Background: an optimization exercise with open tools, aiming at small area, a short achievable clock period and few clock cycles. Do not read the settings as production practice.
RTL that was checked went through simulation tests only; none was proved equivalent to the original.
For runs 4 to 6, only the layout was checked, not whether the RTL still works.
No activity file was given, so power comes from the tool's default toggle rates.

### flow/design.v
`default_nettype none
package kmp_pkg;
    localparam int MAX_PATTERN   = 16;
    localparam int IDX_BITS      = $clog2(MAX_PATTERN);
    localparam int LEN_BITS      = IDX_BITS + 1;
    localparam int POSITION_BITS = 16;
    localparam int MATCH_BITS    = 16;
    localparam int CFG_BITS      = 64;
    localparam int PAT_BITS      = 8 * MAX_PATTERN;
    typedef logic [7:0]          t_byte;
    typedef logic [IDX_BITS-1:0] t_idx;
    typedef logic [LEN_BITS-1:0] t_len;    
    typedef logic [PAT_BITS-1:0] t_pattern;
    typedef enum logic [1:0] {
        CFG_PAT_LOW  = 2'd0,
        CFG_PAT_HIGH = 2'd1,
        CFG_PAT_LEN  = 2'd2
    } t_cfg_idx;
    typedef struct packed {
        logic busy;    
        logic clear;   
    } t_ctrl;
    function automatic t_byte pat_byte(input t_pattern pat, input t_idx k);
        pat_byte = pat[8*k +: 8];
    endfunction
endpackage
`default_nettype wire
`default_nettype none
module kmp_substring_search
(
    input  wire                 i_clk,
    input  wire                 i_rst_n,
    input  wire                 i_cfg_we,
    input  wire [1:0]           i_cfg_index,
    input  wire [63:0]          i_cfg_data,
    input  wire                 i_text_valid,
    input  wire [7:0]           i_text_byte,
    input  wire                 i_text_is_final,
    output wire                 o_text_ready,
    output wire                 o_result_valid,
    output wire                 o_result_found,
    output wire [15:0]          o_result_index,
    input  wire                 i_result_ready
);
    logic [63:0] r_pat_lo;
    logic [63:0] r_pat_hi;
    logic        r_lo_ok;      
    logic        r_hi_ok;      
    logic [4:0]  r_len;        
    logic        r_clear_d;    
    logic        cfg_hit;
    assign cfg_hit = i_cfg_we && (i_cfg_index != 2'd3);
    always_ff @(posedge i_clk) begin
        if (i_cfg_we && i_cfg_index == 2'd0) r_pat_lo <= i_cfg_data;
        if (i_cfg_we && i_cfg_index == 2'd1) r_pat_hi <= i_cfg_data;
    end
    always_ff @(posedge i_clk) begin
        if (!i_rst_n) begin
            r_lo_ok   <= 1'b0;
            r_hi_ok   <= 1'b0;
            r_len     <= '0;
            r_clear_d <= 1'b0;
        end else begin
            r_clear_d <= cfg_hit;
            if (i_cfg_we && i_cfg_index == 2'd0) r_lo_ok <= 1'b1;
            if (i_cfg_we && i_cfg_index == 2'd1) r_hi_ok <= 1'b1;
            if (i_cfg_we && i_cfg_index == 2'd2)
                r_len <= (i_cfg_data[4:0] > 5'd16) ? 5'd16 : i_cfg_data[4:0];
        end
    end
    logic [15:0] m_last;
    logic [15:0] m_prev;
    logic        n_zero;
    logic        n_le1;
    always_comb begin
        for (int k = 0; k < 16; k++) begin
            m_last[k] = (r_len == 5'(k + 1));
            m_prev[k] = (r_len == 5'(k + 2));
        end
    end
    assign n_zero = (r_len == 5'd0);
    assign n_le1  = (r_len <= 5'd1);
    logic [15:0] q_start;
    logic [15:0] q_sat;
    assign q_start = n_zero ? 16'd0 : 16'd1 - {11'd0, r_len};
    assign q_sat   = 16'd0 - {11'd0, r_len};
    logic        r_rdy;
    logic        r_frz;
    logic        r_v1, r_f1;
    logic [7:0]  r_b1;
    logic [15:0] r_d;
    logic        r_v2, r_f2, r_h2;
    logic        r_ans;
    logic [15:0] r_q;
    logic        r_out_valid;
    logic        r_out_found;
    logic [15:0] r_out_index;
    logic [15:0] eq;
    logic        zb;
    logic [15:0] dn;
    logic        hit1;
    assign zb = (r_b1 == 8'd0);
    always_comb begin
        for (int k = 0; k < 8; k++) begin
            eq[k]     = r_lo_ok ? (r_b1 == r_pat_lo[8*k +: 8]) : zb;
            eq[k + 8] = r_hi_ok ? (r_b1 == r_pat_hi[8*k +: 8]) : zb;
        end
    end
    assign dn   = {r_d[14:0], 1'b1} & eq;
    assign hit1 = n_zero || |(dn & m_last);
    logic decide2;
    logic issue;
    logic ans_n;
    assign decide2 = r_v2 && !r_ans && (r_h2 || r_f2);
    assign issue   = !r_frz && decide2;
    assign ans_n   = (!r_frz && r_v2) ? (!r_f2 && (r_ans || r_h2)) : r_ans;
    logic cm1;
    logic maybe_n;
    logic out_valid_n;
    assign cm1         = n_le1 || |(r_d & m_prev);
    assign maybe_n     = r_frz ? decide2 : (r_v1 && !ans_n && (r_f1 || cm1));
    assign out_valid_n = issue || (r_out_valid && !i_result_ready);
    logic [15:0] q_inc;
    assign q_inc = (r_q == q_sat) ? r_q : r_q + 16'd1;
    always_ff @(posedge i_clk) begin
        if (!i_rst_n) begin
            r_rdy       <= 1'b0;
            r_frz       <= 1'b0;
            r_v1        <= 1'b0;
            r_v2        <= 1'b0;
            r_d         <= '0;
            r_ans       <= 1'b0;
            r_q         <= '0;
            r_out_valid <= 1'b0;
        end else if (cfg_hit) begin
            r_rdy       <= 1'b1;
            r_frz       <= 1'b0;
            r_v1        <= 1'b0;
            r_v2        <= 1'b0;
            r_d         <= '0;
            r_ans       <= 1'b0;
            r_out_valid <= out_valid_n;
        end else begin
            r_frz       <= out_valid_n && maybe_n;
            r_rdy       <= !(out_valid_n && maybe_n);
            r_out_valid <= out_valid_n;
            if (!r_frz) begin
                r_v1 <= i_text_valid && r_rdy;
                r_v2 <= r_v1;
                if (r_v1) r_d <= r_f1 ? 16'd0 : dn;
            end
            r_ans <= ans_n;
            if (r_clear_d) begin
                r_q <= q_start;
            end else if (!r_frz && r_v2) begin
                r_q <= r_f2 ? q_start : q_inc;
            end
        end
    end
    always_ff @(posedge i_clk) begin
        if (!r_frz) begin
            r_b1 <= i_text_byte;
            r_f1 <= i_text_is_final;
            r_h2 <= hit1;
            r_f2 <= r_f1;
        end
        if (issue) begin
            r_out_found <= r_h2;
            r_out_index <= r_h2 ? r_q : 16'd0;
        end
    end
    assign o_text_ready   = r_rdy;
    assign o_result_valid = r_out_valid;
    assign o_result_found = r_out_found;
    assign o_result_index = r_out_index;
endmodule
`default_nettype wire
### flow/run.sh
#!/bin/bash
# synth_recipe.tcl (not shown) runs the flow's synth.tcl, then flattens the netlist and writes it again
# the make line also repeats each setting of config.mk as NAME=value (left out here)
make -C /OpenROAD-flow-scripts/flow DESIGN_CONFIG=/design/flow/config.mk WORK_HOME=/design/flow/orfs CLKGATE_MAP_FILE= SYNTH_SCRIPT=/design/flow/synth_recipe.tcl finish
### flow/config.mk
export PLATFORM = sky130hd
export DESIGN_NAME = kmp_substring_search
export DESIGN_NICKNAME = kmp_substring_search
export VERILOG_FILES = /design/flow/design.v
export SDC_FILE = /design/flow/constraint.sdc
export NUM_CORES = 4
export LEC_CHECK = 0
export CAP_MARGIN = 20
export CORE_MARGIN = 2
export CORE_UTILIZATION = 40
export PLACE_DENSITY = 0.6
export SETUP_SLACK_MARGIN = 3.5
export SLEW_MARGIN = 20
### flow/constraint.sdc
create_clock -name core_clock -period 5.5 [get_ports {i_clk}]
set_input_delay 1.1000 -clock core_clock [delete_from_list [all_inputs] [get_ports {i_clk}]]
set_output_delay 1.1000 -clock core_clock [all_outputs]
set_load 0.01 [all_outputs]
==> metrics.yaml, run 1 <==
end_kind: "register"
hold_buffers: 0
ir_drop_mv: 0.211
ys_ff_latch: 202
io_buffers: 98
diodes: 0
yosysSeqAreaShare_pct: 61.7
overflow: 0
power_leakage_uw: 0.00378
synth_ff_type: "edfxtp_1"
setup.worst_path.start_class: "register"
setup_viol: 0
hpwl_um: 14300
drt_wl_total_um: 22700
syn_area_um2: 9080
vias_per_cell: 5.38
p_sw_share_pct: 22.0
p_seq_share_pct: 48.4
ant_nets: 0
core_um2: 22400
clockBufferDepth: 3
crit_type: "register to register"
finalInstanceArea_um2: 11700
drive_above_1_share_pct: 19.9
worstMarginPinSlew_ps: 713
grt_pass1_vias: 6328
cellPowerDensity_nw_per_um2: 307
design.die.area_um2: 23900
gp_congestion: 0.868
comb_power_share_pct: 9.2
track_usage_pct: 19.0
hold_viol: 0
post_synth.cell_area_avg_um2: 12.5
cp.required_ps: 5870
post_drt_wl_per_cell_um: 19.5
fin_crit_ps: 2270
drt_drc_violations_left: 0
synthTopCellsByArea: "edfxtp_1 (52%), xnor2_1 (13%), dfxtp_1 (10%), nand4_1 (2.5%), nor2_1 (1.9%)"
slew_viol_final: 0
syn_to_final_growth_pct: 29.2
power.internal_uw: 2810
arrival_ps: 2640
die_y_um: 155
cts.sinks: 202
fill_cells: 1912
numCtsBuffers: 23
clkPwrFrac_pct: 42.4
syn-num-nets: 813
cts_tree: "done"
p_switching_uw: 790
rsz0062_at_grt: "true"
placed_area_um2: 10300
worstPathMaxFanout: 8
nNetsFinal: 946
period_share_pct: 41.2
finClkSkew_ps: 8.70
synth-warning-count: 1
min_path_type: "register to register"
synth-edff-count: 156
io_pins: 99
clkLatencyLatePin_ps: 500
max_clock_freq_ghz: 0.441
drtIter0Drc: 449
finalSetupTns_ps: 0
yosys.area.top_type_share_pct: 51.6
yosysUniqueCellTypes: 57
cap_violations: 0
synth_largest_area_cell: "edfxtp_1"
worst_slew_margin_rel_pct: 52.4
initial_core_util_pct: 40.5
grt_max_degree: 34
drtPass1Iterations: 6
dieWidth_um: 155
row_count: 55
num_vias: 6232
cts-root-buf: "clkbuf_16"
status: "finished clean"
grt_pass1_wl_um: 35600
htreeDepth: 1
synthesis.instances: 725
synthArstFlopShare_pct: 0
clk_pin_slew_ps: 60
grt_antenna_before_repair: 0
worst paths after layout:
| kind | cells after the start | slack [ps] | endpoint | from |
|---|---|---|---|---|
| min | 2 | 510 | r_v2$_SDFFE_PP0N_ | r_v2$_SDFFE_PP0N_ |
| min reg2reg | 2 | 510 | r_v2$_SDFFE_PP0N_ | r_v2$_SDFFE_PP0N_ |
| max | 11 | 3230 | r_q[14]$_SDFFE_PN0P_ | r_len[2]$_SDFFE_PN0P_ |
| max reg2reg | 11 | 3230 | r_q[14]$_SDFFE_PN0P_ | r_len[2]$_SDFFE_PN0P_ |
flip-flops by register name (all words and copies together), names as in the netlist, 5 cells and up:
register and cells:
r_len 5, r_q 16, r_pat_hi 64, r_d 16, r_pat_lo 64, r_b1 8, r_out_index 16
cell usage after synthesis (2+ instances only):
master and instances:
edfxtp_1 156, xnor2_1 132, nor2_1 47, dfxtp_1 46, nand2_1 39, nand4_1 37, a21oi_1 29, o21ai_0 26
clkbuf_1 19, and2_1 18, buf_2 17, nand3_1 15, a32oi_1 14, nor3_1 11, o22ai_1 9, o31ai_1 9
ha_1 8, inv_1 8, nor3b_1 7, nor4_1 7, nand2b_1 6, nor2b_1 5, a211oi_1 4, a22oi_1 4
xor2_1 4, and3_1 3, buf_6 3, mux2_2 3, nor3_2 3, or2_2 3, a221oi_1 2, a22o_1 2
a31oi_1 2, and4_1 2, mux2i_1 2, o211ai_1 2
repair_timing:
action,in CTS,in global routing
gates resized for setup,163,21
gates cloned,5,0
pin swaps,24,7
buffers inserted,24,9
setup endpoints to repair,194,66
final cells by class:
cell class | count | area, um2 | area share [%]
flip-flops and latches | 202 | 5620 | 47.9
multi-input cells | 477 | 3530 | 30.1
repair buffers | 145 | 1420 | 12.1
clock buffers | 29 | 618 | 5.27
well taps | 285 | 357 | 3.04
clock inverters | 12 | 138 | 1.17
inverters | 9 | 46.3 | 0.395
per-stage QoR:
| step | std cells | setup slack [ps] | hold slack, ps | util (%) | total power [uW] |
|---|---|---|---|---|---|
| 5_1_grt | 1159 | 3110 | 558 | 52.3 | 3720 |
| 2_1_floorplan | 725 | 2290 | 424 | - | 1930 |
| 3_3_place_gp | 1080 | 2310 | 474 | 46.1 | 2050 |
| 4_1_cts | 1150 | 3250 | 523 | 51.6 | 3620 |
| 6_report | 1159 | 3230 | 514 | 52.3 | 3600 |
| 3_5_place_dp | 1080 | 2240 | 497 | 46.1 | 2060 |
critical path, cell delays in order, from the launching register on:
cell and delay, ps:
dfxtp_4 350, inv_4 80, ha_2 180, or3b_4 400
nor2_4 100, nor4_2 50, o211ai_2 230, buf_4 180
o221ai_4 100, buf_6 170, a21oi_1 170, o22ai_1 120
placed cells by master, fill, tap and decap left out, drive strengths merged, types with 15 or more instances in the layout:
master	count
a21oi	29
and2	18
buf	66
clkbuf	30
clkdlybuf4s50	75
dfxtp	46
edfxtp	156
nand2	39
nand3	15
nand4	38
nor2	48
o21ai	26
xnor2	132
power by group through the flow:
stage                     sequential (uW)  clock (uW)  combinational, uW
final                                1740        1520                332
after global routing                 1750        1620                361
after CTS                            1740        1560                325
after detailed placement             1770           0                283
after global placement               1770           0                278
after floorplan                      1760           0                175
per-layer routing:
| layer | share of wire [%] | GRT usage, % | wire length (um) | vias up |
|---|---|---|---|---|
| li1 | - | - | - | 2956 |
| met2 | 49 | 32.2 | 11100 | 208 |
| met5 | 0 | 0 | 0 | - |
| met3 | 5.0 | 2.61 | 1130 | 40 |
| met1 | 44 | 25.8 | 9960 | 3028 |
| met4 | 2.2 | 5.29 | 507 | 0 |
cells by family after synthesis:
family / after synthesis / share of synthesized area, %
and+or+nand+nor: 212 / 12.6
DFF: 202 / 61.7
xor gates and xnor gates: 136 / 13.1
AOI/OAI and AO/OA: 113 / 8.34
buffers and inverters: 49 / 2.55
adders and majority gates: 8 / 1.10
muxes: 5 / 0.593
Testbench counts, summed over its fixed seeds: cycles 19,925.
==> inputs of run 2 (changes only) <==
--- a/flow/config.mk
+++ b/flow/config.mk
@@ -5,6 +5,7 @@
 export SDC_FILE = /design/flow/constraint.sdc
 export NUM_CORES = 4
 export LEC_CHECK = 0
+export ABC_CLOCK_PERIOD_IN_PS = 1800
 export CAP_MARGIN = 20
 export CORE_MARGIN = 2
 export CORE_UTILIZATION = 40
==> metrics.yaml, run 2 <==
io_pins: 99
post_synth.cell_area_avg_um2: 12.5
cp.required_ps: 5870
clockBufferDepth: 3
slew_viol_final: 0
p_sw_share_pct: 22.0
grt_max_degree: 34
end_kind: "register"
synthTopCellsByArea: "edfxtp_1 (52%), xnor2_1 (13%), dfxtp_1 (10%), nand4_1 (2.5%), nor2_1 (1.9%)"
numCtsBuffers: 23
clk_pin_slew_ps: 60
final_cell_mix: "edfxtp_1 (156), xnor2_1 (132), clkdlybuf4s50_1 (75)"
ir_drop_mv: 0.211
setup.worst_path.start_class: "register"
worstPathMaxFanout: 8
grt_antenna_before_repair: 0
cap_violations: 0
io_buffers: 98
drive_above_1_share_pct: 19.9
overflow: 0
post_drt_wl_per_cell_um: 19.5
comb_power_share_pct: 9.2
ant_nets: 0
dieWidth_um: 155
hold_viol: 0
design.die.area_um2: 23900
track_usage_pct: 19.0
grt_pass1_vias: 6328
fin_crit_ps: 2270
crit_path_max_incr_delay_ps: 400
status: "finished clean"
finClkSkew_ps: 8.70
synthArstFlopShare_pct: 0
ys_ff_latch: 202
crit_family: "compound AO/OA/AOI/OAI gates"
synth-warning-count: 1
initial_core_util_pct: 40.5
synth_largest_area_cell: "edfxtp_1"
cts_tree: "done"
path_cells: "inv_4, ha_2, or3b_4, nor2_4, nor4_2, o211ai_2, buf_4, o221ai_4, buf_6, a21oi_1, o22ai_1"
htreeDepth: 1
hold_start: "r_v2$_SDFFE_PP0N_"
cellPowerDensity_nw_per_um2: 307
synthesis.instances: 725
diodes: 0
synth_ff_type: "edfxtp_1"
r2r-end: "r_q[14]$_SDFFE_PN0P_"
arrival_ps: 2640
drt_wl_total_um: 22700
finalSetupTns_ps: 0
hold_ws_ps: 514
rsz0062_at_grt: "true"
p_seq_share_pct: 48.4
drtIter0Drc: 449
drtPass1Iterations: 6
min_path_type: "register to register"
max_clock_freq_ghz: 0.441
cts-root-buf: "clkbuf_16"
vias_per_cell: 5.38
synth.most_common_cell: "edfxtp_1"
r2r_start: "r_len[2]$_SDFFE_PN0P_"
worst_slew_margin_rel_pct: 52.4
yosys.area.top_type_share_pct: 51.6
cts.sinks: 202
hold_depth: 2
rrSetupSlack_ps: 3230
period_share_pct: 41.2
syn_area_um2: 9080
crit_slowest_cell: "or3b_4"
synth.top_cells.by_count: "edfxtp_1 (156), xnor2_1 (132), nor2_1 (47)"
power.internal_uw: 2810
num_vias: 6232
die_y_um: 155
worstMarginPinSlew_ps: 713
whs_endpoint: "r_v2$_SDFFE_PP0N_"
yosysSeqAreaShare_pct: 61.7
drt_drc_violations_left: 0
p_switching_uw: 790
mostFrequentLayoutCell: "edfxtp_1"
synth-edff-count: 156
gp_congestion: 0.868
finalInstanceArea_um2: 11700
nNetsFinal: 946
row_count: 55
setup_viol: 0
crit_type: "register to register"
rr_worst_depth: 11
clkLatencyLatePin_ps: 500
clkPwrFrac_pct: 42.4
top_regs: "r_pat_hi x64, r_pat_lo x64"
syn-num-nets: 813
cp_num_buf_inv: 3
hold_buffers: 0
power_leakage_uw: 0.00378
placed_area_um2: 10300
hpwl_um: 14300
core_um2: 22400
yosysUniqueCellTypes: 57
syn_to_final_growth_pct: 29.2
grt_pass1_wl_um: 35600
-- run 2: metal layers --
metal	GRT usage, %	vias to the layer above	part of all wire [%]
li1	-	2956	-
met1	25.8	3028	44
met2	32.2	208	49
met3	2.61	40	5.0
met4	5.29	0	2.2
met5	0	-	0
-- run 2: layout make-up --
class	count	area, um2
multi-input cells	477	3530
clock buffers	29	618
fillers	1912	10700
clock inverters	12	138
well taps	285	357
flip-flops and latches	202	5620
inverters	9	46.3
repair buffers	145	1420
-- run 2: worst register-to-register path: cells and delay by family, from the launching register on --
family,cells,cell delay (ps)
compound gates,4,620
buf+inv,3,430
flops,1,350
simple gates,3,550
fa+ha+maj,1,180
-- run 2: power by group through the flow --
stage | logic [uW] | clock network [uW] | registers, uW
finish | 332 | 1520 | 1740
global placement | 278 | 0 | 1770
floorplan | 175 | 0 | 1760
detailed placement | 283 | 0 | 1770
CTS | 325 | 1560 | 1740
global route | 361 | 1620 | 1750
-- run 2: stage by stage --
stage	total power, uW	cells	util [%]	setup slack [ps]
2_1_floorplan	1930	725	-	2290
3_3_place_gp	2050	1080	46.1	2310
3_5_place_dp	2060	1080	46.1	2240
4_1_cts	3620	1150	51.6	3250
5_1_grt	3720	1159	52.3	3110
6_report	3600	1159	52.3	3230
-- run 2: worst max path at each step --
stage / startpoint / endpoint / slack (ps) / depth (start not counted)
2_1_floorplan: i_cfg_we / r_pat_lo[0]$_DFFE_PP_ / 2290 / 1
3_3_place_gp: i_cfg_index[1] / r_pat_hi[15]$_DFFE_PP_ / 2310 / 3
3_5_place_dp: i_cfg_index[1] / r_pat_hi[15]$_DFFE_PP_ / 2240 / 3
4_1_cts: r_len[1]$_SDFFE_PN0P_ / r_q[1]$_SDFFE_PN0P_ / 3250 / 11
5_1_grt: r_len[1]$_SDFFE_PN0P_ / r_q[14]$_SDFFE_PN0P_ / 3110 / 12
6_report: r_len[2]$_SDFFE_PN0P_ / r_q[14]$_SDFFE_PN0P_ / 3230 / 11
-- run 2: kinds of logic after synthesis --
logic type / count (synthesis) / share of synthesized area (%)
muxes: 5 / 0.593
AOI/OAI and AO/OA: 113 / 8.34
buffers and inverters: 49 / 2.55
DFF: 202 / 61.7
and+or+nand+nor: 212 / 12.6
adders and majority gates: 8 / 1.10
xor gates and xnor gates: 136 / 13.1
-- run 2: repair_timing --
| action | in CTS | in global routing |
|---|---|---|
| endpoints found under the setup margin | 194 | 66 |
| gates resized for setup | 163 | 21 |
| buffers inserted | 24 | 9 |
| pin swaps | 24 | 7 |
| cloned | 5 | 0 |
==> inputs of run 3 (changes only) <==
--- a/flow/config.mk
+++ b/flow/config.mk
@@ -5,10 +5,8 @@
 export SDC_FILE = /design/flow/constraint.sdc
 export NUM_CORES = 4
 export LEC_CHECK = 0
-export ABC_CLOCK_PERIOD_IN_PS = 1800
 export CAP_MARGIN = 20
 export CORE_MARGIN = 2
 export CORE_UTILIZATION = 40
 export PLACE_DENSITY = 0.6
-export SETUP_SLACK_MARGIN = 3.5
 export SLEW_MARGIN = 20
==> metrics.yaml, run 3 <==
status: "finished clean"
diodes: 0
initial_core_util_pct: 40.5
synthAdderAreaFrac_pct: 1.10
final_cell_mix: "edfxtp_1 (156), xnor2_1 (132), clkdlybuf4s50_1 (98)"
top_regs: "r_pat_hi x64, r_pat_lo x64"
ir_drop_mv: 0.247
hold_buffers: 0
num_vias: 5870
cts.sinks: 202
clockBufferDepth: 3
cpMostUsedCell: "ha_1"
cap_violations: 0
hold_viol: 0
grt_antenna_before_repair: 0
track_usage_pct: 17.2
cellPowerDensity_nw_per_um2: 310
gp_congestion: 0.871
mostFrequentLayoutCell: "edfxtp_1"
synth.top_cells.by_count: "edfxtp_1 (156), xnor2_1 (132), nor2_1 (47)"
rsz0062_at_grt: "false"
synth-edff-count: 156
drt_wl_total_um: 20200
numCtsBuffers: 22
crit_slowest_cell: "o221ai_4"
synthArstFlopShare_pct: 0
placed_area_um2: 10300
period_share_pct: 56.5
grt_pass1_wl_um: 32500
arrival_ps: 3500
cts-root-buf: "clkbuf_16"
fin_crit_ps: 3100
synth_mux_area_share_pct: 0.593
synth-compound-area-share_pct: 8.34
crit_path_max_incr_delay_ps: 670
htreeDepth: 1
post-cts-setup-buffer-count: 0
dieWidth_um: 155
path_cells: "inv_1, ha_1, nor3b_1, ha_1, xor2_1, nor3_1, o211ai_2, o221ai_4, nor2_1, o221a_1"
design.die.area_um2: 23900
synth_xor_area_share_pct: 13.1
cp.required_ps: 5890
overflow: 0
hpwl_um: 13900
rrSetupSlack_ps: 2400
clkLatencyLatePin_ps: 510
setup_viol: 0
slew_viol_final: 0
end_kind: "register"
post_drt_wl_per_cell_um: 18.1
row_count: 55
yosys.area.top_type_share_pct: 51.6
synth_ff_type: "edfxtp_1"
post_synth.cell_area_avg_um2: 12.5
synth_top_family_by_area: "XOR/XNOR gates"
worst_slew_margin_rel_pct: 27.5
power_leakage_uw: 0.00342
drtIter0Drc: 376
die_y_um: 155
worstPathMaxFanout: 31
syn-num-nets: 813
min_path_type: "register to register"
drt_drc_violations_left: 0
drtPass1Iterations: 4
io_buffers: 98
yosysSeqAreaShare_pct: 61.7
io_pins: 99
synth_largest_area_cell: "edfxtp_1"
syn_to_final_growth_pct: 21.1
grt_max_degree: 66
synth_simple_gate_area_share_pct: 12.6
crit_type: "register to register"
ant_nets: 0
core_um2: 22400
nNetsFinal: 905
fill_cells: 1994
max_clock_freq_ghz: 0.322
grt_pass1_vias: 5965
finalSetupTns_ps: 0
synthTopCellsByArea: "edfxtp_1 (52%), xnor2_1 (13%), dfxtp_1 (10%), nand4_1 (2.5%), nor2_1 (1.9%)"
synth.most_common_cell: "edfxtp_1"
synthesis.instances: 725
cts_resized: 0
cts_tree: "done"
clk_pin_slew_ps: 60
drive_above_1_share_pct: 7.08
synth-warning-count: 1
syn_area_um2: 9080
setup.worst_path.start_class: "register"
yosysUniqueCellTypes: 57
vias_per_cell: 5.25
finClkSkew_ps: 11.3
finalInstanceArea_um2: 11000
worstMarginPinSlew_ps: 1090
ys_ff_latch: 202
-- run 3: cells by family (layout without fill, tap and decap cells) --
kind of cell | Yosys count | in the layout
compound gates | 113 | 113
xor+xnor | 136 | 136
fa+ha+maj | 8 | 8
buf+inv | 49 | 157
flops | 202 | 202
mux | 5 | 5
simple gates | 212 | 212
-- run 3: final timing paths --
check | start | endpoint | depth (start not counted)
max reg2reg | r_len[0]$_SDFFE_PN0P_ | r_q[8]$_SDFFE_PN0P_ | 10
min | r_v1$_SDFFE_PP0N_ | r_v1$_SDFFE_PP0N_ | 2
max | r_len[0]$_SDFFE_PN0P_ | r_q[8]$_SDFFE_PN0P_ | 10
min reg2reg | r_v1$_SDFFE_PP0N_ | r_v1$_SDFFE_PP0N_ | 2
-- run 3: layout make-up --
| type | count | area [um2] | area share (%) |
|---|---|---|---|
| sequential | 202 | 5610 | 51.0 |
| multi-input combinational | 474 | 3260 | 29.6 |
| timing repair buffer | 108 | 1060 | 9.60 |
| clock buffer | 36 | 666 | 6.05 |
| tap | 285 | 357 | 3.24 |
| inverter | 9 | 33.8 | 0.307 |
| clock inverter | 4 | 21.3 | 0.193 |
-- run 3: where the power goes --
group | internal, uW | leakage, uW | switching (uW) | total [uW]
registers | 1700 | 0.00180 | 42.0 | 1750
logic | 140 | 0.00129 | 132 | 272
clock network | 825 | 0.000331 | 565 | 1390
-- run 3: worst max-delay path, delay by kind of cell (launching register included) --
kind            cells  cell delay [ps]
compound gates      3             1070
xor+xnor            1              140
fa+ha+maj           2              640
buf+inv             1              130
flops               1              390
simple gates        3              610
-- run 3: layer usage --
metal | up-vias | track usage [%] | part of all wire (%)
met5 | - | 0 | 0
met4 | 0 | 4.59 | 2.0
met3 | 37 | 2.83 | 5.4
met2 | 158 | 28.4 | 47
met1 | 2830 | 23.7 | 46
li1 | 2845 | - | -
-- run 3: metrics by stage --
step                      util [%]  setup slack, ps  total power [uW]  cells  hold slack (ps)
after floorplan                  -             1390              1930    725              424
after global placement        45.9             2100              2050   1078              473
after detailed placement      45.9             2050              2050   1078              496
after CTS                     49.0             2410              3450   1118              509
after global routing          49.0             2110              3530   1118              545
final                         49.0             2400              3410   1118              499
==> inputs of run 4 (changes only) <==
--- a/flow/design.v
+++ b/flow/design.v
@@ -46,10 +46,12 @@
     logic [63:0] r_pat_hi;
     logic        r_lo_ok;      
     logic        r_hi_ok;      
-    logic [4:0]  r_len;        
+    logic [4:0]  r_nn;         
     logic        r_clear_d;    
     logic        cfg_hit;
+    logic [4:0]  cfg_len;
     assign cfg_hit = i_cfg_we && (i_cfg_index != 2'd3);
+    assign cfg_len = (i_cfg_data[4:0] > 5'd16) ? 5'd16 : i_cfg_data[4:0];
     always_ff @(posedge i_clk) begin
         if (i_cfg_we && i_cfg_index == 2'd0) r_pat_lo <= i_cfg_data;
         if (i_cfg_we && i_cfg_index == 2'd1) r_pat_hi <= i_cfg_data;
@@ -58,14 +60,13 @@
         if (!i_rst_n) begin
             r_lo_ok   <= 1'b0;
             r_hi_ok   <= 1'b0;
-            r_len     <= '0;
+            r_nn      <= '0;
             r_clear_d <= 1'b0;
         end else begin
             r_clear_d <= cfg_hit;
             if (i_cfg_we && i_cfg_index == 2'd0) r_lo_ok <= 1'b1;
             if (i_cfg_we && i_cfg_index == 2'd1) r_hi_ok <= 1'b1;
-            if (i_cfg_we && i_cfg_index == 2'd2)
-                r_len <= (i_cfg_data[4:0] > 5'd16) ? 5'd16 : i_cfg_data[4:0];
+            if (i_cfg_we && i_cfg_index == 2'd2) r_nn <= 5'd0 - cfg_len;
         end
     end
     logic [15:0] m_last;
@@ -74,16 +75,16 @@
     logic        n_le1;
     always_comb begin
         for (int k = 0; k < 16; k++) begin
-            m_last[k] = (r_len == 5'(k + 1));
-            m_prev[k] = (r_len == 5'(k + 2));
+            m_last[k] = (r_nn == 5'(32 - (k + 1)));
+            m_prev[k] = (r_nn == 5'(32 - (k + 2)));
         end
     end
-    assign n_zero = (r_len == 5'd0);
-    assign n_le1  = (r_len <= 5'd1);
+    assign n_zero = (r_nn == 5'd0);
+    assign n_le1  = (r_nn == 5'd0) || (r_nn == 5'd31);
     logic [15:0] q_start;
-    logic [15:0] q_sat;
-    assign q_start = n_zero ? 16'd0 : 16'd1 - {11'd0, r_len};
-    assign q_sat   = 16'd0 - {11'd0, r_len};
+    logic        q_at_sat;
+    assign q_start[4:0]  = n_zero ? 5'd0 : r_nn + 5'd1;
+    assign q_start[15:5] = {11{!n_le1}};
     logic        r_rdy;
     logic        r_frz;
     logic        r_v1, r_f1;
@@ -121,7 +122,8 @@
     assign maybe_n     = r_frz ? decide2 : (r_v1 && !ans_n && (r_f1 || cm1));
     assign out_valid_n = issue || (r_out_valid && !i_result_ready);
     logic [15:0] q_inc;
-    assign q_inc = (r_q == q_sat) ? r_q : r_q + 16'd1;
+    assign q_at_sat = (&r_q[15:5]) && (r_q[4:0] == r_nn);
+    assign q_inc    = r_q + {15'd0, !q_at_sat};
     always_ff @(posedge i_clk) begin
         if (!i_rst_n) begin
             r_rdy       <= 1'b0;
@@ -130,7 +132,6 @@
             r_v2        <= 1'b0;
             r_d         <= '0;
             r_ans       <= 1'b0;
-            r_q         <= '0;
             r_out_valid <= 1'b0;
         end else if (cfg_hit) begin
             r_rdy       <= 1'b1;
@@ -150,11 +151,15 @@
                 if (r_v1) r_d <= r_f1 ? 16'd0 : dn;
             end
             r_ans <= ans_n;
-            if (r_clear_d) begin
-                r_q <= q_start;
-            end else if (!r_frz && r_v2) begin
-                r_q <= r_f2 ? q_start : q_inc;
-            end
+        end
+    end
+    always_ff @(posedge i_clk) begin
+        if (!i_rst_n) begin
+            r_q <= '0;
+        end else if (r_clear_d) begin
+            r_q <= q_start;
+        end else if (!r_frz && r_v2) begin
+            r_q <= r_f2 ? q_start : q_inc;
         end
     end
     always_ff @(posedge i_clk) begin
--- a/flow/config.mk
+++ b/flow/config.mk
@@ -9,4 +9,5 @@
 export CORE_MARGIN = 2
 export CORE_UTILIZATION = 40
 export PLACE_DENSITY = 0.6
+export SETUP_SLACK_MARGIN = 3.6
 export SLEW_MARGIN = 20
==> metrics.yaml, run 4 <==
post_drt_wl_per_cell_um: 19.2
ant_nets: 0
path_cells: "xnor2_2, nand4_1, or4_4, ha_4, ha_4, and3_4, nand2_4, nor2_4, nand2_1, a21oi_1, o221a_2"
ir_drop_mv: 0.237
slew_viol_final: 0
synth.top_cells.by_count: "edfxtp_1 (156), xnor2_1 (136), dfxtp_1 (46)"
yosysSeqAreaShare_pct: 62.2
initial_core_util_pct: 41.0
crit_type: "register to register"
synth.most_common_cell: "edfxtp_1"
power_leakage_uw: 0.00399
core_um2: 22000
clkLatencyLatePin_ps: 520
hold_ws_ps: 512
rsz0062_at_grt: "true"
p_total_uw: 3550
status: "finished clean"
cp.depth: 11
gp_congestion: 0.911
synthArstFlopShare_pct: 0
cp.required_ps: 5900
grt_antenna_before_repair: 0
track_usage_pct: 18.9
cp_num_buf_inv: 0
io_buffers: 98
drtPass1Iterations: 5
synth_ff_type: "edfxtp_1"
drive_above_1_share_pct: 26.6
yosys.area.top_type_share_pct: 52.0
worst_slew_margin_rel_pct: 43.6
cap_violations: 0
drt_drc_violations_left: 0
worstMarginPinSlew_ps: 842
hold_viol: 0
worstPathMaxFanout: 5
hpwl_um: 13900
mostFrequentLayoutCell: "edfxtp_1"
min_path_type: "register to register"
max_clock_freq_ghz: 0.433
die_y_um: 154
setup.worst_path.start_class: "register"
post_synth.cell_area_avg_um2: 12.8
synthTopCellsByArea: "edfxtp_1 (52%), xnor2_1 (13%), dfxtp_1 (10%), nand4_1 (2.6%), o21ai_0 (2.1%)"
finalInstanceArea_um2: 12100
cts_tree: "done"
cpMostUsedCell: "ha_4"
syn-num-nets: 791
diodes: 0
drt_wl_total_um: 22400
grt_max_degree: 33
overflow: 0
design.die.area_um2: 23700
io_pins: 99
end_kind: "register"
final_cell_mix: "edfxtp_1 (156), xnor2_1 (129), clkdlybuf4s50_1 (72)"
row_count: 54
dieWidth_um: 154
hold_depth: 2
cts.sinks: 202
clockBufferDepth: 3
arrival_ps: 2710
fill_cells: 1796
drtIter0Drc: 460
vias_per_cell: 5.28
finalSetupTns_ps: 0
hold_buffers: 0
crit_path_max_incr_delay_ps: 550
synth_largest_area_cell: "edfxtp_1"
clk_pin_slew_ps: 60
rr_worst_depth: 11
synth-warning-count: 1
crit_family: "simple AND/OR/NAND/NOR gates"
numCtsBuffers: 23
nNetsFinal: 957
synth-edff-count: 156
yosysUniqueCellTypes: 53
ys_ff_latch: 202
top_regs: "r_pat_hi x64, r_pat_lo x64"
syn_area_um2: 9000
crit_slowest_cell: "or4_4"
setup_viol: 0
finClkSkew_ps: 17.0
htreeDepth: 1
num_vias: 6147
syn_to_final_growth_pct: 34.5
period_share_pct: 42.0
grt_pass1_vias: 6183
synthesis.instances: 702
cts-root-buf: "clkbuf_16"
cellPowerDensity_nw_per_um2: 293
grt_pass1_wl_um: 35100
placed_area_um2: 10400
fin_crit_ps: 2310
-- run 4: cell count changes in the layout (fill, tap and decap cells not counted), moves of 11 or more --
cell	delta
o21ai_1	+16
o21ai_2	+11
buf_2	+18
o21ai_0	-17
nor2_1	-12
nand2_1	-19
a21oi_1	-13
buf_12	+11
dfxtp_4	+12
buf_4	+42
clkdlybuf4s50_1	-26
dfxtp_1	-17
-- run 4: worst reg2reg max path, delay by kind of cell (launching register included) --
family	cells	cell delay [ps]
xor gates and xnor gates	1	140
adders and majority gates	2	340
AOI/OAI and AO/OA	2	370
DFF	1	350
and+or+nand+nor	6	1010
-- run 4: layer usage --
metal  GRT usage, %  wire, um  vias to the layer above
li1               -         -                     2941
met1           25.8     10300                     3023
met2           31.2     10700                      151
met3           3.02       880                       32
met4           5.30       478                        0
met5              0         0                        -
-- run 4: stage by stage --
| step | worst slack, ps | std cells | utilization (%) |
|---|---|---|---|
| floorplan | 2290 | 702 | - |
| global placement | 2310 | 1055 | 47.3 |
| detailed placement | 2240 | 1055 | 47.3 |
| CTS | 3170 | 1147 | 53.6 |
| global route | 3100 | 1165 | 55.2 |
| finish | 3190 | 1165 | 55.2 |
-- run 4: path summary, 6_finish.rpt --
kind                             start              endpoint  slack, ps
setup / recovery  r_nn[4]$_SDFFE_PN0P_  r_q[10]$_SDFFE_PN0P_       3190
hold / removal       r_v2$_SDFFE_PP0N_     r_v2$_SDFFE_PP0N_        510
setup reg to reg  r_nn[4]$_SDFFE_PN0P_  r_q[10]$_SDFFE_PN0P_       3190
hold reg to reg      r_v2$_SDFFE_PP0N_     r_v2$_SDFFE_PP0N_        510
-- run 4: logic make-up (layout without fill, tap and decap cells) --
| group | Yosys count | count (layout) | share of synthesized area [%] |
|---|---|---|---|
| flops | 202 | 202 | 62.2 |
| compound gates | 118 | 118 | 8.98 |
| xor+xnor | 137 | 137 | 13.3 |
| simple gates | 193 | 195 | 11.8 |
| fa+ha+maj | 9 | 9 | 1.25 |
| mux | 2 | 2 | 0.222 |
| buf+inv | 41 | 222 | 2.18 |
-- run 4: repair_timing --
action                     in CTS  in global routing
hold endpoints to repair        0                  0
pin swaps                      31                 42
resized for setup             181                 55
setup endpoints to repair     192                 84
gates cloned                    4                  0
setup buffers                  46                 18
-- run 4: cell type report --
| type | count | area [um2] | share of cell area, % |
|---|---|---|---|
| Timing Repair Buffer | 173 | 1680 | 13.9 |
| Sequential cell | 202 | 5660 | 46.7 |
| Inverter | 7 | 30.0 | 0.248 |
| Clock buffer | 28 | 594 | 4.91 |
| Multi-Input combinational cell | 461 | 3690 | 30.5 |
| Clock inverter | 14 | 114 | 0.940 |
| Tap cell | 280 | 350 | 2.89 |
-- run 4: where the power goes --
group / leakage (uW) / internal (uW) / switching (uW) / total [uW]
registers: 0.00183 / 1710 / 43.7 / 1750
logic: 0.00181 / 193 / 171 / 363
clock network: 0.000346 / 858 / 580 / 1440
total: 0.00399 / 2760 / 794 / 3550
==> inputs of run 5 (changes only) <==
--- a/flow/config.mk
+++ b/flow/config.mk
@@ -8,6 +8,8 @@
 export CAP_MARGIN = 20
 export CORE_MARGIN = 2
 export CORE_UTILIZATION = 40
+export CTS_BUF_LIST = sky130_fd_sc_hd__clkbuf_8
+export CTS_CLUSTER_SIZE = 30
 export PLACE_DENSITY = 0.6
 export SETUP_SLACK_MARGIN = 3.6
 export SLEW_MARGIN = 20
==> metrics.yaml, run 5 <==
hold_ws_ps: 514
synthArstFlopShare_pct: 0
hold_buffers: 0
mostFrequentLayoutCell: "edfxtp_1"
crit_family: "simple AND/OR/NAND/NOR gates"
worstMarginPinSlew_ps: 912
io_buffers: 98
finClkSkew_ps: 11.8
cellPowerDensity_nw_per_um2: 286
grt_pass1_wl_um: 35500
worst_slew_margin_rel_pct: 39.0
grt_max_degree: 34
clkLatencyLatePin_ps: 520
cts-root-buf: "clkbuf_8"
synth-warning-count: 1
finalSetupTns_ps: 0
power_leakage_uw: 0.00404
power.internal_uw: 2610
post_synth.cell_area_avg_um2: 12.8
drive_above_1_share_pct: 27.0
synth.top_cells.by_count: "edfxtp_1 (156), xnor2_1 (136), dfxtp_1 (46)"
clockBufferDepth: 3
max_clock_freq_ghz: 0.423
worstPathMaxFanout: 5
overflow: 0
core_um2: 22000
hpwl_um: 13900
cpMostUsedCell: "ha_4"
clkPwrFrac_pct: 38.6
cp.required_ps: 5920
grt_pass1_vias: 6312
cts.sinks: 202
period_share_pct: 43.0
top_regs: "r_pat_hi x64, r_pat_lo x64"
fill_cells: 1838
syn_area_um2: 9000
min_path_type: "register to register"
final_cell_mix: "edfxtp_1 (156), xnor2_1 (131), clkdlybuf4s50_1 (72)"
p_sw_share_pct: 24.0
row_count: 54
p_seq_share_pct: 50.9
nNetsFinal: 967
fin_crit_ps: 2360
dieWidth_um: 154
ant_nets: 0
multiInputGateArea_um2: 3660
io_pins: 99
cp_num_buf_inv: 0
yosysSeqAreaShare_pct: 62.2
setup_viol: 0
drtIter0Drc: 452
clk_pin_slew_ps: 60
post_drt_wl_per_cell_um: 19.1
setup.worst_path.start_class: "register"
synth.most_common_cell: "edfxtp_1"
synthTopCellsByArea: "edfxtp_1 (52%), xnor2_1 (13%), dfxtp_1 (10%), nand4_1 (2.6%), o21ai_0 (2.1%)"
synthesis.instances: 702
hold_viol: 0
placed_area_um2: 10400
htreeDepth: 2
synth_largest_area_cell: "edfxtp_1"
cap_violations: 0
drt_wl_total_um: 22700
diodes: 0
initial_core_util_pct: 41.0
drtPass1Iterations: 5
rsz0062_at_grt: "true"
syn_to_final_growth_pct: 33.7
vias_per_cell: 5.27
status: "finished clean"
design.die.area_um2: 23700
regArea_um2: 5660
yosys.area.top_type_share_pct: 52.0
p_switching_uw: 825
finalInstanceArea_um2: 12000
syn-num-nets: 791
end_kind: "register"
synth_ff_type: "edfxtp_1"
arrival_ps: 2780
synth-edff-count: 156
num_vias: 6250
die_y_um: 154
gp_congestion: 0.911
cts_tree: "done"
ys_ff_latch: 202
yosysUniqueCellTypes: 53
path_cells: "xnor2_2, nand4_1, or4_4, ha_4, ha_4, and3_4, nand2_4, nor2_4, nand2_1, a21oi_1, o221a_2"
grt_antenna_before_repair: 0
crit_path_max_incr_delay_ps: 560
crit_slowest_cell: "or4_4"
final_core_util_pct: 54.8
slew_viol_final: 0
numCtsBuffers: 36
ir_drop_mv: 0.170
comb_power_share_pct: 10.5
crit_type: "register to register"
drt_drc_violations_left: 0
track_usage_pct: 19.2
## run 5: what timing repair did
item,4_1_cts,5_1_grt
pin swaps,28,41
cloned,3,0
buffers inserted,42,20
resized for setup,180,47
setup endpoints to repair,192,60
## run 5: cell families after synthesis
group                    after synthesis  share of synthesized area, %
AO/OA/AOI/OAI                        118                          8.98
XOR/XNOR                             137                          13.3
multiplexers                           2                         0.222
buffers and inverters                 41                          2.18
AND/OR/NAND/NOR                      193                          11.8
adder cells (fa/ha/maj)                9                          1.25
flip-flops                           202                          62.2
## run 5: worst register-to-register path, stage by stage (launching register included)
cell	delay, ps
dfxtp_4	350
xnor2_2	160
nand4_1	130
or4_4	560
ha_4	190
ha_4	150
and3_4	150
nand2_4	90
nor2_4	50
nand2_1	70
a21oi_1	60
o221a_2	310
## run 5: layout make-up
| cell class | instances | share of cell area (%) |
|---|---|---|
| Multi-Input combinational cell | 461 | 30.4 |
| Timing Repair Buffer | 170 | 13.6 |
| Inverter | 7 | 0.249 |
| Tap cell | 280 | 2.91 |
| Sequential cell | 202 | 47.0 |
| Clock inverter | 23 | 0.894 |
| Clock buffer | 43 | 4.92 |
## run 5: power by group through the flow
stage          Combinational (uW)  Sequential, uW  Clock (uW)
6_report                      360            1750        1330
3_5_place_dp                  288            1800           0
3_3_place_gp                  283            1790           0
5_1_grt                       388            1760        1430
4_1_cts                       346            1750        1370
2_1_floorplan                 185            1770           0
## run 5: final timing paths
check                              end  slack (ps)                  from  depth (start not counted)
hold reg to reg      r_v2$_SDFFE_PP0N_         510     r_v2$_SDFFE_PP0N_                          2
setup / recovery  r_q[10]$_SDFFE_PN0P_        3140  r_nn[4]$_SDFFE_PN0P_                         11
setup reg to reg  r_q[10]$_SDFFE_PN0P_        3140  r_nn[4]$_SDFFE_PN0P_                         11
hold / removal       r_v2$_SDFFE_PP0N_         510     r_v2$_SDFFE_PP0N_                          2
## run 5: per-stage QoR
step           setup slack (ps)  power [uW]  instances
2_1_floorplan              2290        1960        702
3_3_place_gp               2310        2080       1055
3_5_place_dp               2240        2080       1055
4_1_cts                    3180        3460       1166
5_1_grt                    3060        3580       1186
6_report                   3140        3440       1186
## run 5: routing by layer
layer | wire length, um | global-route usage, % | vias up
li1 | - | - | 2966
met1 | 10100 | 25.5 | 3035
met2 | 10900 | 32.2 | 209
met3 | 1120 | 3.41 | 40
met4 | 502 | 5.87 | 0
met5 | 0 | 0 | -
==> inputs of run 6 (changes only) <==
--- a/flow/design.v
+++ b/flow/design.v
@@ -50,8 +50,17 @@
     logic        r_clear_d;    
     logic        cfg_hit;
     logic [4:0]  cfg_len;
+    logic [4:0]  cfg_nn;
     assign cfg_hit = i_cfg_we && (i_cfg_index != 2'd3);
-    assign cfg_len = (i_cfg_data[4:0] > 5'd16) ? 5'd16 : i_cfg_data[4:0];
+    assign cfg_len = (i_cfg_data[4] && |i_cfg_data[3:0]) ? 5'd16 : i_cfg_data[4:0];
+    always_comb begin
+        logic lower;
+        lower = 1'b0;
+        for (int i = 0; i < 5; i++) begin
+            cfg_nn[i] = cfg_len[i] ^ lower;
+            lower     = lower | cfg_len[i];
+        end
+    end
     always_ff @(posedge i_clk) begin
         if (i_cfg_we && i_cfg_index == 2'd0) r_pat_lo <= i_cfg_data;
         if (i_cfg_we && i_cfg_index == 2'd1) r_pat_hi <= i_cfg_data;
@@ -66,7 +75,7 @@
             r_clear_d <= cfg_hit;
             if (i_cfg_we && i_cfg_index == 2'd0) r_lo_ok <= 1'b1;
             if (i_cfg_we && i_cfg_index == 2'd1) r_hi_ok <= 1'b1;
-            if (i_cfg_we && i_cfg_index == 2'd2) r_nn <= 5'd0 - cfg_len;
+            if (i_cfg_we && i_cfg_index == 2'd2) r_nn <= cfg_nn;
         end
     end
     logic [15:0] m_last;
@@ -83,7 +92,14 @@
     assign n_le1  = (r_nn == 5'd0) || (r_nn == 5'd31);
     logic [15:0] q_start;
     logic        q_at_sat;
-    assign q_start[4:0]  = n_zero ? 5'd0 : r_nn + 5'd1;
+    always_comb begin
+        logic lower;
+        lower = 1'b1;
+        for (int i = 0; i < 5; i++) begin
+            q_start[i] = !n_zero && (r_nn[i] ^ lower);
+            lower      = lower & r_nn[i];
+        end
+    end
     assign q_start[15:5] = {11{!n_le1}};
     logic        r_rdy;
     logic        r_frz;
@@ -122,8 +138,15 @@
     assign maybe_n     = r_frz ? decide2 : (r_v1 && !ans_n && (r_f1 || cm1));
     assign out_valid_n = issue || (r_out_valid && !i_result_ready);
     logic [15:0] q_inc;
+    logic [15:0] q_carry;
     assign q_at_sat = (&r_q[15:5]) && (r_q[4:0] == r_nn);
-    assign q_inc    = r_q + {15'd0, !q_at_sat};
+    always_comb begin
+        for (int i = 0; i < 16; i++) begin
+            q_carry[i] = !q_at_sat;
+            for (int j = 0; j < i; j++) q_carry[i] = q_carry[i] & r_q[j];
+        end
+    end
+    assign q_inc = r_q ^ q_carry;
     always_ff @(posedge i_clk) begin
         if (!i_rst_n) begin
             r_rdy       <= 1'b0;
--- a/flow/config.mk
+++ b/flow/config.mk
@@ -8,8 +8,6 @@
 export CAP_MARGIN = 20
 export CORE_MARGIN = 2
 export CORE_UTILIZATION = 40
-export CTS_BUF_LIST = sky130_fd_sc_hd__clkbuf_8
-export CTS_CLUSTER_SIZE = 30
 export PLACE_DENSITY = 0.6
 export SETUP_SLACK_MARGIN = 3.6
 export SLEW_MARGIN = 20
==> metrics.yaml, run 6 <==
period_share_pct: 73.3
nNetsFinal: 933
synth-compound-area-share_pct: 6.33
drtIter0Drc: 290
hold_ws_ps: 476
hold_viol: 0
diodes: 0
synth.top_cells.by_count: "edfxtp_1 (156), xnor2_1 (133), nor2_1 (67)"
fill_cells: 1892
cts.sinks: 202
ir_drop_mv: 0.177
overflow: 0
worstMarginPinSlew_ps: 1030
synth-warning-count: 2
post_drt_wl_per_cell_um: 20.0
yosysSeqAreaShare_pct: 61.5
fin_crit_ps: 4030
cts_tree: "done"
synth_largest_area_cell: "edfxtp_1"
core_um2: 22500
synthTopCellsByArea: "edfxtp_1 (51%), xnor2_1 (13%), dfxtp_1 (10%), ha_1 (3.3%), nand4_1 (3.0%)"
hold_buffers: 0
cp_num_buf_inv: 0
synth_mux_area_share_pct: 0.440
min_path_type: "register to register"
drt_wl_total_um: 22600
row_count: 55
num_vias: 5965
synth_ff_type: "edfxtp_1"
drive_above_1_share_pct: 23.3
synthAdderAreaFrac_pct: 3.30
synth_top_family_by_area: "XOR/XNOR gates"
synthArstFlopShare_pct: 0
drtPass1Iterations: 4
io_buffers: 98
clkPwrFrac_pct: 39.9
crit_path_max_incr_delay_ps: 560
worstPathMaxFanout: 5
yosysUniqueCellTypes: 60
clkLatencyLatePin_ps: 520
power_leakage_uw: 0.00383
ys_ff_latch: 202
htreeDepth: 1
cap_violations: 0
path_cells: "xnor2_2, nand4_1, or4_4, ha_4, ha_4, ha_4, ha_4, ha_4, ha_4, ha_4, ha_4, ha_4, ha_4, ha_4, ha_4, ha_4, ha_4, ha_4, nor2_1, nor2_1, o221a_2"
power.internal_uw: 2700
synth_simple_gate_area_share_pct: 12.0
clk_pin_slew_ps: 60
drt_drc_violations_left: 0
grt_antenna_before_repair: 0
yosys.area.top_type_share_pct: 51.4
p_switching_uw: 806
track_usage_pct: 19.0
comb_power_share_pct: 10.3
crit_type: "register to register"
numCtsBuffers: 23
cpMostUsedCell: "ha_4"
slew_viol_final: 0
p_sw_share_pct: 23.0
vias_per_cell: 5.28
gp_congestion: 0.854
synth.most_common_cell: "edfxtp_1"
syn-num-nets: 798
die_y_um: 155
io_pins: 99
setup.worst_path.start_class: "register"
design.die.area_um2: 24000
post_synth.cell_area_avg_um2: 13.1
top_regs: "r_pat_hi x64, r_pat_lo x64"
synth_xor_area_share_pct: 12.9
arrival_ps: 4440
end_kind: "register"
cts-root-buf: "clkbuf_16"
crit_family: "adder cells"
mostFrequentLayoutCell: "edfxtp_1"
clockBufferDepth: 3
status: "finished clean"
hpwl_um: 14300
initial_core_util_pct: 40.5
syn_area_um2: 9110
max_clock_freq_ghz: 0.248
synthesis.instances: 694
crit_slowest_cell: "or4_4"
cp.required_ps: 5910
grt_max_degree: 33
worst_slew_margin_rel_pct: 31.5
finalSetupTns_ps: 0
dieWidth_um: 155
cellPowerDensity_nw_per_um2: 297
finClkSkew_ps: 25.8
p_seq_share_pct: 49.8
synth-edff-count: 156
grt_pass1_wl_um: 35000
ant_nets: 0
final_cell_mix: "edfxtp_1 (156), xnor2_1 (128), clkdlybuf4s50_1 (71)"
setup_viol: 0
syn_to_final_growth_pct: 29.8
grt_pass1_vias: 6180
rsz0062_at_grt: "true"
## run 6: timing repair
item / CTS / global route
resized for setup: 188 / 22
pin swaps: 23 / 21
setup buffers: 29 / 5
cloned: 5 / 0
endpoints found under the setup margin: 211 / 68
## run 6: worst paths after layout
check	start	endpoint	slack [ps]	depth (start not counted)
setup / recovery	r_nn[1]$_SDFFE_PN0P_	r_q[15]$_SDFFE_PN0P_	1470	21
hold / removal	r_v2$_SDFFE_PP0N_	r_v2$_SDFFE_PP0N_	480	2
setup reg to reg	r_nn[1]$_SDFFE_PN0P_	r_q[15]$_SDFFE_PN0P_	1470	21
hold reg to reg	r_v2$_SDFFE_PP0N_	r_v2$_SDFFE_PP0N_	480	2
## run 6: stage by stage
stage	instance area (um2)	utilization [%]	worst slack (ps)	total power, uW	instances
floorplan	9390	-	1470	1970	694
global placement	10500	46.7	1240	2090	1050
detailed placement	10500	46.7	1180	2100	1050
CTS	11700	52.1	1460	3540	1125
global route	11800	52.5	1310	3650	1130
finish	11800	52.5	1470	3510	1130
## run 6: logic make-up after synthesis
kind of cell / count (synthesis)
AOI/OAI and AO/OA: 87
DFF: 202
buffers and inverters: 42
muxes: 4
adders and majority gates: 24
and+or+nand+nor: 201
xor gates and xnor gates: 134
## run 6: cell type report
class | instances | area (um2) | area share, %
flip-flops and latches | 202 | 5650 | 47.7
repair buffers | 143 | 1400 | 11.9
well taps | 285 | 357 | 3.02
clock buffers | 29 | 598 | 5.06
multi-input cells | 452 | 3700 | 31.3
clock inverters | 12 | 86.3 | 0.730
inverters | 7 | 35.0 | 0.296
## run 6: power groups by stage
stage / clock network, uW / logic (uW) / registers [uW]
2_1_floorplan: 0 / 202 / 1770
3_5_place_dp: 0 / 294 / 1800
6_report: 1400 / 361 / 1750
3_3_place_gp: 0 / 289 / 1800
4_1_cts: 1430 / 359 / 1750
5_1_grt: 1510 / 391 / 1750
## run 6: per-layer routing
metal | routed length [um] | track usage (%)
met1 | 9990 | 25.0
met2 | 11100 | 33.2
met3 | 1060 | 2.84
met4 | 403 | 4.19
met5 | 0 | 0
## run 6: worst register-to-register path, delay by kind of cell (launching register included)
kind,cells,cell delay (ps)
flops,1,370
simple gates,4,800
compound gates,1,270
xor+xnor,1,150
fa+ha+maj,15,2350
==> inputs of run 7 (changes only) <==
--- a/flow/design.v
+++ b/flow/design.v
@@ -140,11 +140,9 @@
     logic [15:0] q_inc;
     logic [15:0] q_carry;
     assign q_at_sat = (&r_q[15:5]) && (r_q[4:0] == r_nn);
-    always_comb begin
-        for (int i = 0; i < 16; i++) begin
-            q_carry[i] = !q_at_sat;
-            for (int j = 0; j < i; j++) q_carry[i] = q_carry[i] & r_q[j];
-        end
+    assign q_carry[0] = !q_at_sat;
+    for (genvar i = 1; i < 16; i++) begin : g_carry
+        assign q_carry[i] = !q_at_sat && (&r_q[i-1:0]);
     end
     assign q_inc = r_q ^ q_carry;
     always_ff @(posedge i_clk) begin
==> metrics.yaml, run 7 <==
placed_area_um2: 10300
finalSetupTns_ps: 0
num_vias: 6102
die_y_um: 154
dieWidth_um: 154
gp_congestion: 0.876
grt_pass1_vias: 6029
p_total_uw: 3540
clkLatencyLatePin_ps: 510
synth_largest_area_cell: "edfxtp_1"
finalInstanceArea_um2: 11900
grt_max_degree: 34
hold_buffers: 0
mostFrequentLayoutCell: "edfxtp_1"
post_synth.cell_area_avg_um2: 13.0
p_sw_share_pct: 22.6
slew_viol_final: 0
end_kind: "output port"
core_um2: 22400
hold_viol: 0
io_buffers: 98
cap_violations: 0
synth-edff-count: 156
fin_crit_ps: 2120
track_usage_pct: 18.1
synth_ff_type: "edfxtp_1"
synth_top_family_by_area: "XOR/XNOR gates"
synth-warning-count: 2
ys_ff_latch: 202
hpwl_um: 13500
setup_viol: 0
synth-compound-area-share_pct: 8.77
wl_met3_um: 1210
worst_slew_margin_rel_pct: 65.2
yosys.area.top_type_share_pct: 51.7
crit_family: "flip-flops"
ant_nets: 0
synth_mux_area_share_pct: 0.663
cellPowerDensity_nw_per_um2: 297
path_cells: "buf_2"
drt_wl_total_um: 22200
status: "finished clean"
synth_simple_gate_area_share_pct: 11.7
setup.worst_path.start_class: "register"
worstPathMaxFanout: 1
syn_to_final_growth_pct: 31.5
yosysUniqueCellTypes: 64
yosysSeqAreaShare_pct: 61.9
clkPwrFrac_pct: 39.8
initial_core_util_pct: 40.4
design.die.area_um2: 23900
rsz0062_at_grt: "true"
synthAdderAreaFrac_pct: 1.38
min_path_type: "register to register"
clk_pin_slew_ps: 60
crit_slowest_cell: "edfxtp_1"
finClkSkew_ps: 14.4
final_core_util_pct: 53.1
drt_drc_violations_left: 0
drive_above_1_share_pct: 24.6
grt_pass1_wl_um: 33800
synthTopCellsByArea: "edfxtp_1 (52%), xnor2_1 (12%), dfxtp_1 (10%), nand4_1 (2.4%), a32oi_1 (1.9%)"
synth.most_common_cell: "edfxtp_1"
diodes: 0
grt_antenna_before_repair: 0
row_count: 55
wl_met2_um: 10700
overflow: 0
nNetsFinal: 930
ir_drop_mv: 0.204
synthArstFlopShare_pct: 0
io_pins: 99
syn-num-nets: 788
crit_path_max_incr_delay_ps: 370
numCtsBuffers: 23
final_cell_mix: "edfxtp_1 (156), xnor2_1 (128), clkdlybuf4s50_1 (70)"
power.internal_uw: 2740
crit_type: "register to output port"
cts.sinks: 202
cp_num_buf_inv: 1
vias_per_cell: 5.34
p_switching_uw: 801
routed.top_layer: "met4"
power_leakage_uw: 0.00390
comb_power_share_pct: 10.6
synth.top_cells.by_count: "edfxtp_1 (156), xnor2_1 (128), dfxtp_1 (46)"
drtPass1Iterations: 5
cts-root-buf: "clkbuf_16"
cts_tree: "done"
htreeDepth: 1
worstMarginPinSlew_ps: 517
synth_xor_area_share_pct: 13.0
cp.required_ps: 4400
place_inst: 1055
p_seq_share_pct: 49.7
max_clock_freq_ghz: 0.473
drtIter0Drc: 371
final_cell_count_no_fill: 1142
arrival_ps: 1020
clockBufferDepth: 3
top_regs: "r_pat_hi x64, r_pat_lo x64"
syn_area_um2: 9060
drt-met1-wl_um: 9500
period_share_pct: 38.5
synthesis.instances: 698
post_drt_wl_per_cell_um: 19.4
-- run 7: cell count changes after synthesis, sizes merged, moves of 5 or more --
cell and delta:
o21ai +9, nor2 -27, a31oi +5, nor3 -9, ha -14, nand4 -9, xor2 +5, xnor2 -5
nor2b +10, a32oi +6, a211oi +5, nand2 +8, and2 +5, a21oi -9
-- run 7: kinds of logic after synthesis --
kind of cell | count (synthesis)
xor+xnor | 134
simple gates | 187
fa+ha+maj | 10
flops | 202
compound gates | 114
buf+inv | 45
mux | 6
-- run 7: repair_timing --
item / 4_1_cts / 5_1_grt
cloned: 4 / 1
buffers inserted: 24 / 16
pin swaps: 22 / 21
gates resized for setup: 202 / 50
setup endpoints to repair: 193 / 51
-- run 7: power groups by stage --
stage | combinational, uW | sequential [uW] | clock, uW
final | 375 | 1760 | 1410
after global routing | 404 | 1760 | 1510
after CTS | 353 | 1760 | 1450
after detailed placement | 304 | 1790 | 0
after global placement | 298 | 1790 | 0
after floorplan | 197 | 1770 | 0
-- run 7: final cells by class --
cell class              instances  area, um2
flip-flops and latches        202       5640
inverters                       9       45.0
well taps                     285        357
repair buffers                149       1490
clock inverters                11       82.6
clock buffers                  31        616
multi-input cells             455       3680
fillers                      1914      10500
-- run 7: metal layers --
metal  up-vias  global-route usage [%]
li1       2880                       -
met1      2982                    23.9
met2       194                    30.4
met3        46                    3.19
met4         0                    6.31
met5         -                       0
-- run 7: final timing paths --
check	from	endpoint	slack, ps	cells after the start
worst min-delay path	r_v2$_SDFFE_PP0N_	r_v2$_SDFFE_PP0N_	480	2
worst min register to register	r_v2$_SDFFE_PP0N_	r_v2$_SDFFE_PP0N_	480	2
worst max register to register	r_b1[2]$_DFFE_PN_	r_h2$_DFFE_PN_	3490	9
worst max-delay path	r_out_index[15]$_SDFFCE_PN0P_	o_result_index[15]	3380	1
-- run 7: through the flow --
step / hold slack [ps] / setup slack [ps]
floorplan: 452 / 2290
CTS: 483 / 3360
global route: 519 / 3340
global placement: 467 / 2430
finish: 482 / 3380
detailed placement: 473 / 2350
Testbench counts of run 7, summed over its fixed seeds: cycles 19,925.
==> inputs of run 8 (changes only) <==
--- a/flow/config.mk
+++ b/flow/config.mk
@@ -7,7 +7,7 @@
 export LEC_CHECK = 0
 export CAP_MARGIN = 20
 export CORE_MARGIN = 2
-export CORE_UTILIZATION = 40
-export PLACE_DENSITY = 0.6
+export CORE_UTILIZATION = 60
+export PLACE_DENSITY = 0.75
 export SETUP_SLACK_MARGIN = 3.6
 export SLEW_MARGIN = 20
==> metrics.yaml, run 8 <==
post_drt_wl_per_cell_um: 21.0
rr_worst_depth: 9
clkPwrFrac_pct: 39.6
power.internal_uw: 2750
die_y_um: 127
setup.worst_path.start_class: "register"
io_pins: 99
syn_to_final_growth_pct: 30.7
drtIter0Drc: 562
p_seq_share_pct: 49.7
worstPathMaxFanout: 6
synthArstFlopShare_pct: 0
initial_core_util_pct: 61.9
end_kind: "register"
hold_viol: 0
clockBufferDepth: 3
row_count: 44
worst_slew_margin_rel_pct: 57.6
numCtsBuffers: 21
arrival_ps: 2480
max_clock_freq_ghz: 0.444
status: "finished clean"
drtPass1Iterations: 5
r2r-end: "r_h2$_DFFE_PN_"
gp_congestion: 0.921
finalSetupTns_ps: 0
dieWidth_um: 127
p_sw_share_pct: 22.1
vias_per_cell: 6.04
synthTopCellsByArea: "edfxtp_1 (52%), xnor2_1 (12%), dfxtp_1 (10%), nand4_1 (2.4%), a32oi_1 (1.9%)"
yosysSeqAreaShare_pct: 61.9
rsz0062_at_grt: "true"
cts.sinks: 202
mostFrequentLayoutCell: "edfxtp_1"
top_regs: "r_pat_hi x64, r_pat_lo x64"
synth.top_cells.by_count: "edfxtp_1 (156), xnor2_1 (128), dfxtp_1 (46)"
hpwl_um: 12600
multiInputGateArea_um2: 3670
drt_wl_total_um: 22100
synth_ff_type: "edfxtp_1"
yosysUniqueCellTypes: 64
post_synth.cell_area_avg_um2: 13.0
syn_area_um2: 9060
nNetsFinal: 944
endpoint: "r_h2$_DFFE_PN_"
final_cell_count_no_fill: 1053
slew_viol_final: 0
grt_antenna_before_repair: 0
grt_pass1_wl_um: 33500
cellPowerDensity_nw_per_um2: 298
final_cell_mix: "edfxtp_1 (156), xnor2_1 (128), clkdlybuf4s50_1 (70)"
hold_ws_ps: 496
clkLatencyLatePin_ps: 500
track_usage_pct: 26.8
cts-root-buf: "clkbuf_16"
yosys.area.top_type_share_pct: 51.7
cap_violations: 0
setup_viol: 0
final_core_util_pct: 80.9
drive_above_1_share_pct: 25.9
cp.required_ps: 5720
clk_pin_slew_ps: 60
cts_tree: "done"
rrSetupSlack_ps: 3250
worstMarginPinSlew_ps: 635
drt_drc_violations_left: 0
ant_nets: 0
hold_buffers: 0
fill_cells: 826
power_leakage_uw: 0.00394
fin_crit_ps: 2250
synth-edff-count: 156
htreeDepth: 1
design.die.area_um2: 16100
cp-startpoint: "r_b1[3]$_DFFE_PN_"
io_buffers: 98
r2r_start: "r_b1[3]$_DFFE_PN_"
regArea_um2: 5660
min_path_type: "register to register"
ir_drop_mv: 0.270
num_vias: 6363
dp_worst_setup_slack_ps: 2400
comb_power_share_pct: 10.6
synth_largest_area_cell: "edfxtp_1"
place_inst: 950
worst_slack_ps: 3250
grt_pass1_vias: 6244
finClkSkew_ps: 13.8
core_um2: 14600
syn-num-nets: 788
synth.most_common_cell: "edfxtp_1"
synth-warning-count: 2
crit_type: "register to register"
grt_max_degree: 33
p_switching_uw: 779
ys_ff_latch: 202
synthesis.instances: 698
period_share_pct: 41.0
overflow: 0
## run 8: cell count changes in the layout (fill, tap and decap cells not counted), sizes merged
cell / delta
inv: -1
bufinv: +1
clkinv: -3
clkbuf: -3
dlygate4sd2: +1
buf: +17
dlymetal6s2s: -1
diode: +1
## run 8: timing repair
| item | in CTS | in global routing |
|---|---|---|
| gates cloned | 5 | 1 |
| setup buffers | 27 | 32 |
| endpoints found under the setup margin | 194 | 67 |
| endpoints found under the hold margin | 0 | 0 |
| pin swaps | 12 | 38 |
| gates resized for setup | 165 | 75 |
## run 8: power by group through the flow
stage          clock network, uW  logic, uW  registers (uW)
2_1_floorplan                  0        197            1770
3_3_place_gp                   0        271            1810
3_5_place_dp                   0        282            1810
4_1_cts                     1420        347            1760
5_1_grt                     1480        401            1760
6_report                    1400        376            1760
## run 8: critical path, cell delays in order, from the launching register on
cell and delay [ps]:
edfxtp_1 480, buf_6 200, buf_4 150, xnor2_1 120
nand4_1 80, o21ai_1 140, a32oi_1 240, o221ai_1 140
a211oi_1 290, o21ai_1 140
## run 8: layout make-up
type                       instances  area share (%)
clock inverter                     8           0.761
timing repair buffer             165            13.1
tap                              184            1.94
clock buffer                      29            5.04
multi-input combinational        455            31.0
inverter                           9           0.359
sequential                       202            47.8
antenna                            1          0.0211
## run 8: cells by family (layout without fill, tap and decap cells)
logic type | count (synthesis) | in the layout | share of synthesized area (%)
flops | 202 | 202 | 61.9
simple gates | 187 | 191 | 11.7
xor+xnor | 134 | 134 | 13.0
compound gates | 114 | 114 | 8.77
buf+inv | 45 | 211 | 2.67
fa+ha+maj | 10 | 10 | 1.38
mux | 6 | 6 | 0.663
other cells | 0 | 1 | 0
## run 8: worst min path at each step
stage                    startpoint  cells after the start              endpoint  slack (ps)
2_1_floorplan     r_v1$_SDFFE_PP0N_                      2     r_v1$_SDFFE_PP0N_         450
3_3_place_gp      r_v2$_SDFFE_PP0N_                      2     r_v2$_SDFFE_PP0N_         470
3_5_place_dp      r_v2$_SDFFE_PP0N_                      2     r_v2$_SDFFE_PP0N_         480
4_1_cts        r_d[15]$_SDFFE_PP0P_                      2  r_d[15]$_SDFFE_PP0P_         500
5_1_grt        r_q[12]$_SDFFE_PN0P_                      1  r_q[12]$_SDFFE_PN0P_         510
6_report       r_q[12]$_SDFFE_PN0P_                      1  r_q[12]$_SDFFE_PN0P_         500
## run 8: per-stage QoR
| stage | cell area (um2) | power (uW) |
|---|---|---|
| after global placement | 10200 | 2080 |
| after floorplan | 9140 | 1970 |
| after global routing | 11800 | 3650 |
| final | 11800 | 3530 |
| after CTS | 11300 | 3520 |
| after detailed placement | 10200 | 2090 |
## run 8: layer usage
layer / share of wire [%] / global-route usage (%) / up-vias
met5: 0 / 0 / -
met4: 2.9 / 8.40 / 0
met2: 50 / 45.9 / 287
li1: - / - / 2909
met3: 6.9 / 3.84 / 54
met1: 41 / 35.6 / 3113

[static timing again, ports no longer ideal]
How much do the figures lean on ideal ports? The routed layouts below were timed once more, with nothing changed but the port constraints.
Step 1 assumes that a clkbuf_16 drives the clock port and a buf_2 every other input.
Step 2 also shifts input and output timing later by t, the mid clock arrival at the registers, as if the neighbouring blocks saw the same clock.
Three values: no drivers, after step 1, after step 2; two values: the first two.
run	shift t [ns]	slack for setup (ns)	hold slack, ns
run 1	0.542	3.234 / 3.234 / 2.743	0.514 / 0.514 / 0.514
run 2	0.542	3.234 / 3.234 / 2.743	0.514 / 0.514 / 0.514
run 3	0.545	2.395 / 2.395 / 2.292	0.499 / 0.499 / 0.499
run 4	0.554	3.190 / 3.190 / 3.069	0.512 / 0.512 / 0.512
run 5	0.559	3.137 / 3.137 / 3.060	0.514 / 0.514 / 0.514
run 6	0.553	1.470 / 1.470 / 1.470	0.476 / 0.476 / 0.476
run 7	0.544	3.384 / 3.343 / 3.119	0.482 / 0.482 / 0.482
run 8	0.542	3.246 / 3.246 / 3.111	0.496 / 0.496 / 0.496
After both steps every run listed still meets setup and hold.
